This design comes from an exercise in tuning for small area, a short achievable clock period and few clock cycles per item on the open sky130 flow, not from production work.
Function was checked by simulation only, so behaviour that the tests miss may differ from the original.
Power is estimated from default activity; no workload was simulated.

## run Y
// stochastic_calcium_cluster_step
module stochastic_calcium_cluster_step #(
   parameter int NUM_CLUSTERS = scs_pkg::NUM_CLUSTERS_DEF,
   parameter int MAX_CHANNELS = scs_pkg::MAX_CHANNELS_DEF
) (
   input  logic                            clock,
   input  logic                            reset,
   input  logic                            req_tvalid,
   output logic                            req_tready,
   input  logic [scs_pkg::REQ_DATA_W-1:0]  req_tdata,
   input  logic                            req_tlast,
   output logic                            rsp_tvalid,
   input  logic                            rsp_tready,
   output logic [scs_pkg::RSP_DATA_W-1:0]  rsp_tdata,
   output logic                            rsp_tuser,
   input  logic                            csr_we,
   input  logic [scs_pkg::CSR_IDX_W-1:0]   csr_index,
   input  logic [scs_pkg::CSR_DATA_W-1:0]  csr_wdata
);
Size in the first run: ~780 flip-flops.
Settings: LEC_CHECK=0, CAP_MARGIN=20, CORE_MARGIN=2, CORE_UTILIZATION=40, PLACE_DENSITY=0.6, SETUP_SLACK_MARGIN=3, SLEW_MARGIN=20; clock period 11.0 ns.
run.sh (not shown) runs the stock make flow with config.mk's settings and CLKGATE_MAP_FILE= SYNTH_SCRIPT=/design/flow/synth_recipe.tcl, a recipe that flattens the netlist after the stock synthesis.
Run Y has completed all stages; timing, DRC and antenna checks passed.
Testbench counts of run Y, summed over its fixed seeds: cycles 3,806, steps 320.
> inputs changed (run Y -> run R)
--- a/flow/design.v
+++ b/flow/design.v
@@ -294,36 +294,35 @@
             ppred[j] <= lt_p;
             plag2[j] <= nl_q[1];
          end
       end
    end
    logic [31:0] ma;
    logic [23:0] mb;
    logic [11:0] mdig;
    logic [44:0] madd, msum;
-   logic        mact, leak_mul;
+   logic        leak_mul;
    always_comb begin
       leak_mul = ms[M_LK] | ms[M_LEAK];
       ma = ({32{ms[M_CA]}} & {8'd0, puff_q})
          | ({32{ms[M_SQ]}} & {8'd0, cn_q})
          | ({32{ms[M_CB]}} & x_q[31:0])
          | ({32{leak_mul}} & {8'd0, lk_q});
       mb = ({24{ms[M_CA]}} & {16'd0, tsn_q})
          | ({24{ms[M_SQ] | ms[M_CB] | leak_mul}} & cn_q);
       madd = ({45{ms[M_CA]}} & 45'(base_q))
            | ({45{ms[M_CB]}} & (45'd1 << 32))
            | ({45{leak_mul}} & (45'd1 << 23));
-      mact = ms[M_CA] | ms[M_SQ] | ms[M_CB] | leak_mul;
       mdig = mc_q ? mb[23:12] : mb[11:0];
       msum = (mc_q ? acc_q : madd) + ma * mdig;
    end
    always_ff @(posedge clock) begin
-      if (mact) acc_q <= msum >> 12;
+      acc_q <= msum >> 12;    
    end
    logic [4:0] msb_a, msb_b;
    logic [5:0] ab;
    logic [2:0] skip;
    always_comb begin
       msb_a = 5'd0;
       for (int i = 0; i < 24; i++) if (cn_q[i]) msb_a = 5'(i);
       msb_b = 5'd0;
       for (int i = 0; i < 32; i++) if (x_q[i]) msb_b = 5'(i);
@@ -517,38 +516,43 @@
          rsp_v  <= 1'b0;
          p_q    <= P_RST;
          nl_q   <= 2'd0;
          vfy_q  <= 1'b0;
       end else begin
          vfy_q <= pdone;
          nl_q  <= nl_q + {1'b0, launch} - {1'b0, pdone};
          if (handoff) begin
             d_q    <= x_q;
-            r_q    <= 41'((41'd1 << (16 + 3 * skip_q)) - 41'd1);
             cnt_q  <= 4'd8 - 4'(skip_q);
-            g_q    <= (skip_q == 3'd0) ? 3'd7 : 3'd0;
-            h_q    <= h_init;
             os_d   <= os_q;
             d_div  <= 1'b1;
          end
          if (d_div) begin
-            r_q   <= r2;
-            g_q   <= {g1, g2};
-            h_q   <= h_n;
             cnt_q <= cnt_q - 4'd1;
             if (cnt_q == 4'd1) begin
                d_div <= 1'b0;
                d_fin <= 1'b1;
             end
          end
          if (d_fin) begin
             p_q   <= h_n[47:24];
             d_fin <= 1'b0;
          end
          if (handoff)         rsp_v <= 1'b1;
          else if (rsp_tready) rsp_v <= 1'b0;
       end
    end
+   always_ff @(posedge clock) begin
+      if (handoff) begin
+         r_q <= 41'((41'd1 << (16 + 3 * skip_q)) - 41'd1);
+         g_q <= (skip_q == 3'd0) ? 3'd7 : 3'd0;
+         h_q <= h_init;
+      end else begin
+         r_q <= r2;
+         g_q <= {g1, g2};
+         h_q <= h_n;
+      end
+   end
    assign rsp_tvalid = rsp_v;
    assign rsp_tdata  = {6'd0, mca_q, 2'd0, tsn_q};
    assign rsp_tuser  = mspk_q;
 endmodule
Findings:
~same hold slack in run R and run Y
Time the worst path needs with I/O delays and setup was lower in run R than in run Y.
Compared with run Y, run R is hungrier on power.
Met2 demand-to-capacity share in global routing, run R and run Y: higher on run R
Sort run R and run Y by final cell count asc -> top: run Y
For the sequential share of cell area, run R came in 1.3 points lower than run Y did.
Run R vs. run Y: logic depth of the worst setup path including buffers has decreased; part of the total power dissipated in combinational logic has increased; height of the chip has decreased.
Testbench counts of run R, summed over its fixed seeds: cycles 3,806, steps 320.

-- port drivers added, routing unchanged --
The flow's constraints put no driver on any port. The routed layouts listed below were extracted and timed again, unchanged, in two steps. Step 1 (the two cells are an assumption about what drives the block):
set clk [get_ports {clock}]
set_driving_cell -lib_cell sky130_fd_sc_hd__clkbuf_16 $clk
set_driving_cell -lib_cell sky130_fd_sc_hd__buf_2 [delete_from_list [all_inputs] $clk]
Step 2 moves the port delays by t, midway between the first and last clock arrival at a register: inputs arrive t later, outputs are due t later. That takes back most of the time a late clock gives input paths. Slacks: ideal / step 1 / step 2; pairs: ideal / step 1.
run	shift t [ns]	setup slack, ns	hold slack, ns	worst setup path after step 2	latest minus earliest clock arrival (ns)
run Y	0.791	2.260 / 2.260 / 2.260	0.456 / 0.456 / 0.456	register to register	0.066 / 0.066
run R	0.791	2.885 / 2.885 / 2.885	0.455 / 0.455 / 0.455	register to register	0.056 / 0.056
After both steps setup and hold are still met in every run listed.
